What follows belongs to an exercise in optimizing a design on an open flow for small area, a short achievable clock period and few clock cycles per item; a production flow would make more cautious choices. In this exercise RTL edits were held to simulation tests only and were not proved equivalent to the original.

## v12
Design subbytes_stream, start of the top module:
module subbytes_stream
#(
   parameter int LANES      = 16,
   parameter int CNT_W      = 32
) (
   input  logic                    clk,
   input  logic                    rst,
   input  logic                    in_valid,
   output logic                    in_ready,
   input  logic [aes_pkg::BYTE_W*LANES-1:0] in_data,
   input  logic                    in_inv,
   input  logic                    in_last,
   output logic                    out_valid,
   input  logic                    out_ready,
   output logic [aes_pkg::BYTE_W*LANES-1:0] out_data,
   output logic                    out_last,
   output logic [CNT_W-1:0]        beat_count
);
Size: roughly 3300 cells after synthesis, roughly 360 flip-flops, about 300 I/O pins, roughly 34000 sq um of cells after synthesis.
export LEC_CHECK = 0
export CAP_MARGIN = 20
export CORE_MARGIN = 2
export CORE_UTILIZATION = 45
export CTS_BUF_LIST = sky130_fd_sc_hd__clkbuf_4 sky130_fd_sc_hd__clkbuf_8
export PLACE_DENSITY = 0.6
export SETUP_SLACK_MARGIN = 2.3
export SLEW_MARGIN = 20
export SYNTH_HIERARCHICAL = 1
export SYNTH_MINIMUM_KEEP_SIZE = 0
create_clock -name core_clock -period 5.5 [get_ports {clk}]
standard.sh (not shown) runs the stock make flow with config.mk's settings and CLKGATE_MAP_FILE= SYNTH_SCRIPT=/design/flow/synth_recipe.tcl, a recipe that flattens the netlist after the stock synthesis.
==> flow/flow/run.sh <==
#!/bin/bash
# The standard layout (standard.sh), except that the port buffers that
# buffer_ports inserts are sky130_fd_sc_hd__buf_1 cells instead of its default pick.
set -euo pipefail
export BUFFER_PORTS_ARGS="-buffer_cell sky130_fd_sc_hd__buf_1"
bash standard.sh > standard_make.log 2>&1
Testbench counts of v12, summed over its fixed seeds: cycles 4,112, items 4,096.
Setup changes, v12 to v17
- SETUP_SLACK_MARGIN: 2.3 -> 2.2
==> flow/flow/run.sh <==
#!/bin/bash
# The standard layout (standard.sh), except that the port buffers that
# buffer_ports inserts are sky130_fd_sc_hd__buf_2 cells instead of its default pick.
set -euo pipefail
export BUFFER_PORTS_ARGS="-buffer_cell sky130_fd_sc_hd__buf_2"
bash standard.sh > standard_make.log 2>&1
### Flow results
In v17, portion of the layout cell area used by clock cells is higher than in v12. Clock-buffer cell count (v17 vs. v12) decreases slightly. The final reports for v17 and v12 show layout cell share with drive strength beyond 1 higher in the former. ~same delay of the slowest critical-path stage in v12 and v17. Against v12, buffer count excluding the clock tree in the final layout in v17 fell by a little under 10%. Final non-filler cell area ended up 1000 sq um lower on v17 than on v12. Summary: worst hold slack, v17 better than v12. Between v17 and v12, it is v17 whose final standard cell utilization of the core is lower, by 1.3 points. [v17] final cell count fell 17 relative to v12. A highest signal layer in the routed design of met4 is what v12 shows, while met5 belongs to v17.
Changes in v58 relative to v17:
- CTS_CLUSTER_SIZE now 30, previously not set
- CTS_CLUSTER_DIAMETER now 60, previously not set
==> run notes <==
The length of routed wiring on met1 of v17 and that of v58 are within noise of each other.
Summary of v58 over v17: hold slack went up, growth of design area from synthesis to finish went down.
For v17, the end point of the critical path was out_data[105], unlike v58, where it was s1_q[23]$_DFFE_PP_.
Relative to v17, number of clock buffers inserted by TritonCTS decreased by 28 in v58.
Going from v17 to v58, the wire length on met3 was found to have gone down by 15 um.
Changes in v13 relative to v58:
- CTS_CLUSTER_SIZE no longer set, was 30
- CTS_CLUSTER_DIAMETER no longer set, was 60
diff --git a/flow/flow/run.sh b/flow/flow/run.sh
--- a/flow/flow/run.sh
+++ b/flow/flow/run.sh
@@ -4,3 +4,4 @@
 set -euo pipefail
 export BUFFER_PORTS_ARGS="-buffer_cell sky130_fd_sc_hd__buf_2"
+export RECOVER_POWER=100
 bash standard.sh > standard_make.log 2>&1
==> comparison <==
- Status v13: flow complete, layout not clean - capacitance limit, slew limit
- v13 ended with more wire length of the first global-routing pass than v58.
- v13 ends up with lower maximum net fanout on the critical path than v58 does.
- Compared v13 against v58; met1 demand-to-capacity share in global routing within noise.
- On data required time at the worst endpoint, v13 tracks v58 almost exactly.
- Re die area: no difference whatsoever between v58 and v13.
- Going from v58 to v13, maximum frequency dropped 22%.
- Detailed-route via count: v58 and v13 compared, lower one is v58
- v13 reports a higher reported max-cap violation count than v58 does.
- Against v58, v13 comes in 0.58 ns lower on register-to-register slack.
Edits applied to the flow inputs when going from v13 to v57:
- SETUP_SLACK_MARGIN changed from 2.2 to 2.45
diff --git a/flow/flow/run.sh b/flow/flow/run.sh
--- a/flow/flow/run.sh
+++ b/flow/flow/run.sh
@@ -4,4 +4,3 @@
 set -euo pipefail
 export BUFFER_PORTS_ARGS="-buffer_cell sky130_fd_sc_hd__buf_2"
-export RECOVER_POWER=100
 bash standard.sh > standard_make.log 2>&1
--- outcome ---
In terms of critical path depth, v13 and v57 differ only marginally.
H-tree depth came out exactly the same in v13 and v57.
v57 has completed all stages; timing, DRC and antenna checks passed.
Delta (v57 minus v13): count of instances resized after the clock tree is built rose by 74, core utilization rose by 6.5 points.


subbytes_stream, a different RTL version from the one above (not shown whole).
Size in the first run: roughly 3400 cells after synthesis, roughly 360 flip-flops, roughly 300 I/O pins, about 34000 um2 of cells after synthesis.
Settings: LEC_CHECK=0, CAP_MARGIN=20, CORE_MARGIN=2, CORE_UTILIZATION=45, PLACE_DENSITY=0.6, SETUP_SLACK_MARGIN=2.3, SLEW_MARGIN=20, SYNTH_HIERARCHICAL=1, SYNTH_MINIMUM_KEEP_SIZE=0; clock period 5.5 ns.
==> flow/flow/run.sh <==
#!/bin/bash
# The standard layout (standard.sh), except that the port buffers that
# buffer_ports inserts are sky130_fd_sc_hd__buf_2 cells instead of its default pick.
set -euo pipefail
export BUFFER_PORTS_ARGS="-buffer_cell sky130_fd_sc_hd__buf_2"
bash standard.sh > standard_make.log 2>&1
The starting point finished clean.
Testbench counts at the start, summed over its fixed seeds: cycles 4,112, items 4,096.
Edit:
==> flow/run.sh (new file) <==
#!/bin/bash
# synth_recipe.tcl (not shown) runs the flow's synth.tcl, then flattens the netlist and writes it again
# the make line also repeats each setting of config.mk as NAME=value (left out here)
make -C /OpenROAD-flow-scripts/flow DESIGN_CONFIG=/design/flow/config.mk WORK_HOME=/design/flow/orfs CLKGATE_MAP_FILE= SYNTH_SCRIPT=/design/flow/synth_recipe.tcl finish
SETUP_SLACK_MARGIN = 1.8   (was 2.3)
removed: flow/flow/run.sh
removed: flow/standard.sh
Maximum frequency falls by 12%.
Via count rises by 1.3%.
Worst setup slack loses 450 ps.
Core utilization rises by 0.44 points.
Design area rises by 0.80%.
Wire length rises by 4.2%.
Cell count falls by 0.32%.
Synthesized area stays the same.
Synthesized cell count stays the same.
Edit:
==> flow/flow/run.sh (new file) <==
#!/bin/bash
# The standard layout (standard.sh), except that the port buffers that
# buffer_ports inserts are sky130_fd_sc_hd__buf_2 cells instead of its default pick.
set -euo pipefail
export BUFFER_PORTS_ARGS="-buffer_cell sky130_fd_sc_hd__buf_2"
bash standard.sh > standard_make.log 2>&1
==> flow/standard.sh (new file) <==
#!/bin/bash
# synth_recipe.tcl (not shown) runs the flow's synth.tcl, then flattens the netlist and writes it again
# the make line also repeats each setting of config.mk as NAME=value (left out here)
make -C /OpenROAD-flow-scripts/flow DESIGN_CONFIG=/design/flow/config.mk WORK_HOME=/design/flow/orfs CLKGATE_MAP_FILE= SYNTH_SCRIPT=/design/flow/synth_recipe.tcl "${@:-finish}"
SETUP_SLACK_MARGIN = 2.5   (was 1.8)
removed: flow/run.sh
Result: Worst setup slack gets better by 620 ps; clock-buffer cell count is lower by 4; first-iteration DRC count is lower by 26%; design area is higher by 9.7%; area after synthesis stays the same; sequential share of layout area is lower by 2.3 points; die area stays the same; clock skew is higher by 13 ps.

static timing again, ports no longer ideal:
In the flow no input, the clock included, has a driving cell. The finished layouts below were timed again as built, in two steps. Step 1: set_driving_cell puts a clkbuf_16 on clk and a buf_2 on each other input, an assumption about the parent block. Step 2 moves the port delays by t, midway between the first and last clock arrival at a register: inputs arrive t later, outputs are due t later. That takes back most of the time a late clock gives input paths. a / b / c = ideal / step 1 / step 2; a / b = the first two.
| run | t (ns) | setup slack, ns | worst setup path at the end | cell pins on the clock port's net |
|---|---|---|---|---|
| v12 | 0.661 | 2.276 / 2.295 / 1.633 | input to register | 1 |
| v17 | 0.674 | 2.311 / 2.252 / 1.619 | input to register | 1 |
| v58 | 0.659 | 2.242 / 2.209 / 1.550 | input to register | 1 |
| v13 | 0.675 | 1.303 / 1.167 / 0.492 | input to register | 1 |
| v57 | 0.683 | 2.503 / 2.308 / 1.624 | input to register | 1 |
| the first run of note 2 | 0.623 | 2.301 / 2.186 / 1.562 | input to register | 1 |
| the second run of note 2 | 0.621 | 1.855 / 1.858 / 1.267 | input to register | 1 |
| the third run of note 2 | 0.621 | 2.474 / 2.350 / 1.728 | input to register | 1 |
The setup slack of v57, which loses most, moves by -0.195 ns with the drivers and by -0.879 ns with both steps.
